What follows belongs to an exercise in optimizing a design on an open flow for small area and few clock cycles per item; a production flow would make more cautious choices. In this exercise RTL edits were held to simulation tests only and were not proved equivalent to the original. Power figures rest on the tool's default switching activity, not on a simulated workload.

// bucketed_hash_set
module bucketed_hash_set #(
    parameter int BUCKET_COUNT     = DEF_BUCKET_COUNT,
    parameter int SLOTS_PER_BUCKET = DEF_SLOTS_PER_BUCKET
) (
    input  logic      i_clk,
    input  logic      i_rst_n,
    input  logic             i_req_valid,
    output logic             o_req_ready,
    input  logic [CMD_W-1:0] i_req_command,
    input  logic [KEY_W-1:0] i_req_key,
    output logic             o_rsp_valid,
    input  logic             i_rsp_ready,
    output logic [STS_W-1:0] o_rsp_status
);
    localparam int CODE_W = KEY_W - 3;
    logic                                  r_v;
    logic [CMD_W-1:0]                      r_cmd;
    logic [BUCKET_COUNT-1:0]               r_sel;
    logic [CODE_W-1:0]                     r_code;
    logic                                  r_pend_v;
    logic [BUCKET_COUNT-1:0]               r_pend_sel;
    logic [CODE_W-1:0]                     r_pend_code;
    logic                                  r_out_v;
    logic [STS_W-1:0]                      r_out_status;
    logic [BUCKET_COUNT-1:0]               w_sel;
    logic [CODE_W-1:0]                     w_code;
    logic [SLOTS_PER_BUCKET*CODE_W-1:0]    w_row;
    logic [SLOTS_PER_BUCKET-1:0]           w_row_valid;
    logic [BUCKET_COUNT-1:0]               w_port_free;
    logic                                  w_pend_row;
    logic                                  w_pend_hit;
    logic [STS_W-1:0]                      w_status;
    logic                                  w_add;
    logic                                  w_del_pend;
    logic [SLOTS_PER_BUCKET-1:0]           w_clr;
    logic                                  w_drain;
  ...
clock: 10.0 ns
lec_check: 0
cap_margin: 20
core_margin: 2
core_utilization: 40
cts_cluster_diameter: 70
cts_cluster_size: 32
place_density: 0.95
slew_margin: 20
synth_hierarchical: 1
run.sh (not shown) runs the stock make flow with config.mk's settings and CLKGATE_MAP_FILE= SYNTH_SCRIPT=/design/flow/synth_recipe.tcl, a recipe that flattens the netlist after the stock synthesis.
Testbench counts at the start, summed over its fixed seeds: cycles 24,552, items 24,000.
==> next run, changes <==
Settings changed: CORE_UTILIZATION 40 to 55, CTS_CLUSTER_DIAMETER 70 to 50, CTS_CLUSTER_SIZE 32 to 30, PLACE_DENSITY 0.95 to 0.7, SYNTH_HIERARCHICAL 1 to not set.
=>
- The new run completed without violations
- die area decreases by 26%
- total power rises by 5.2%
- maximum frequency went up by 5.5%
==> next run, changes <==
Settings changed: CORE_UTILIZATION 55 to 40, CTS_CLUSTER_DIAMETER 50 to 70, CTS_CLUSTER_SIZE 30 to 32, PLACE_DENSITY 0.7 to 0.88, SYNTH_HIERARCHICAL set to 1.
After rerunning: Setup slack got worse by 0.024 ns. Wire length decreases by about a fifth. Non-clock buffer count drops by 16. Core utilization falls by 18 points. Synthesized cell count shrinks by a few percent.
==> next run, changes <==
Settings changed: PLACE_DENSITY 0.88 to not set.
What happened: Synthesized cell count does not change. Core utilization went up by 0.68 points. Count of clock-buffer cells in the layout climbs by 12. Total power is higher by a few percent. Sequential share of layout area decreases by 0.99 points. Routed wire length came out higher by a few percent.

* * *

Starting RTL as in the previous note.
## bucketed_hash_set
module bucketed_hash_set #(
    parameter int BUCKET_COUNT     = DEF_BUCKET_COUNT,
    parameter int SLOTS_PER_BUCKET = DEF_SLOTS_PER_BUCKET
) (
    input  logic      i_clk,
    input  logic      i_rst_n,
    input  logic             i_req_valid,
    output logic             o_req_ready,
    input  logic [CMD_W-1:0] i_req_command,
    input  logic [KEY_W-1:0] i_req_key,
    output logic             o_rsp_valid,
    input  logic             i_rsp_ready,
    output logic [STS_W-1:0] o_rsp_status
);
export LEC_CHECK = 0
export CAP_MARGIN = 20
export CORE_MARGIN = 2
export CORE_UTILIZATION = 40
export CTS_CLUSTER_DIAMETER = 60
export CTS_CLUSTER_SIZE = 26
export SLEW_MARGIN = 20
create_clock -name core_clock -period 10.0 [get_ports {i_clk}]
Testbench counts at the start, summed over its fixed seeds: cycles 24,552, items 24,000.
==> next run, changes <==
CTS_CLUSTER_DIAMETER = unset   (was 60)
CTS_CLUSTER_SIZE = unset   (was 26)
The new run finished with timing, DRC and antenna clean.
Power increases by 9.2%.
Worst setup slack got worse by 0.046 ns.
Wire length rose by 1.2%.
Register-to-register slack gets worse by 0.07 ns.
Via count is higher by 1.5%.
Clock power climbs by 38%.
Utilization climbs by 1.6 points.
==> next run, changes <==
CTS_CLUSTER_DIAMETER = 60   (was unset)
CTS_CLUSTER_SIZE = 38   (was unset)
PLACE_DENSITY = 0.88   (was unset)
SYNTH_HIERARCHICAL = 1   (was unset)
Wire length fell by 17%.
Core utilization decreases by 1.9 points.
Count of clock-buffer cells in the layout is lower by 208.
Cell area drops by 5.5%.
Sequential cell count is unchanged.
Via count went down by 5.0%.
Synthesized area shrinks by 1.4%.
Worst setup slack degrades by 0.40 ns.
Sequential share of layout area came out higher by 3.4 points.
Sequential power rose by about 5%.
==> next run, changes <==
CTS_CLUSTER_DIAMETER = 65   (was 60)
CTS_CLUSTER_SIZE = 32   (was 38)
PLACE_DENSITY = unset   (was 0.88)
SYNTH_HIERARCHICAL = unset   (was 1)
Area after synthesis rose by 1.4%.
Hold slack improves by 0.029 ns.
Flip-flop and latch count stays the same.
Routed wire length rose by 19%.
Global-route usage rose by 4.1 points.
Final area rose by 2.1%.
Total power fell by 1.3%.
Setup slack improves by 0.42 ns.
Cell count rose by 4.6%.
==> next run, changes <==
CTS_CLUSTER_DIAMETER = 60   (was 65)
CTS_CLUSTER_SIZE = 26   (was 32)
SYNTH_HIERARCHICAL = 1   (was unset)
- The new run went through all stages and came out clean
- non-clock buffer count is lower by 8
- setup slack is worse by 0.45 ns
- routed wire length is lower by 13%
- die area is lower by 1.4%
- sequential share of layout area is higher by 1.1 points
- clock-buffer cell count is higher by 22
==> next run, changes <==
CTS_CLUSTER_DIAMETER = 70   (was 60)
CTS_CLUSTER_SIZE = 32   (was 26)
PLACE_DENSITY = 0.75   (was unset)
Effect:
- The changed run passed the timing, design-rule and antenna checks
- worst hold slack got worse by 0.0091 ns
- cell count decreases by about 0.9%
- worst setup slack improved by 0.24 ns
- clock skew came out higher by 0.018 ns
- maximum frequency rises by about 3%
- final area fell by 1.3%

port drivers added, routing unchanged:
The results above use ideal ports. As a check the final layouts listed here were re-extracted and re-timed, cells and wires unchanged.
Step 1 sets driving cells, clkbuf_16 on the clock port and buf_2 on the other inputs (assumed; they add their load-dependent delay and slew).
Step 2 moves the port delays by t, midway between the first and last clock arrival at a register: inputs arrive t later, outputs are due t later. That takes back most of the time a late clock gives input paths.
Slacks: ideal / step 1 / step 2; pairs: ideal / step 1.
| run | t, ns | setup WS [ns] | clock arrival spread, ns |
|---|---|---|---|
| the first run of note 1 | 0.795 | 1.432 / 1.350 / 1.745 | 0.053 / 0.054 |
| the second run of note 1 | 0.881 | 1.879 / 1.798 / 1.656 | 0.059 / 0.059 |
| the third run of note 1 | 0.802 | 1.855 / 1.773 / 1.774 | 0.048 / 0.049 |
| the fourth run of note 1 | 0.845 | 1.605 / 1.524 / 1.971 | 0.045 / 0.045 |
| the first run of note 2 | 0.903 | 2.086 / 1.992 / 1.673 | 0.041 / 0.041 |
| the second run of note 2 | 0.948 | 2.040 / 1.952 / 1.663 | 0.060 / 0.060 |
| the third run of note 2 | 0.855 | 1.639 / 1.558 / 1.709 | 0.069 / 0.069 |
| the fourth run of note 2 | 0.883 | 2.057 / 1.968 / 1.670 | 0.062 / 0.062 |
| the fifth run of note 2 | 0.858 | 1.608 / 1.531 / 1.976 | 0.040 / 0.040 |
| the sixth run of note 2 | 0.815 | 1.846 / 1.778 / 1.906 | 0.057 / 0.058 |
After both steps every run listed still meets setup and hold. For the first run of note 2, which loses most, drivers alone change the setup slack by -0.094 ns; drivers and shift together by -0.413 ns.
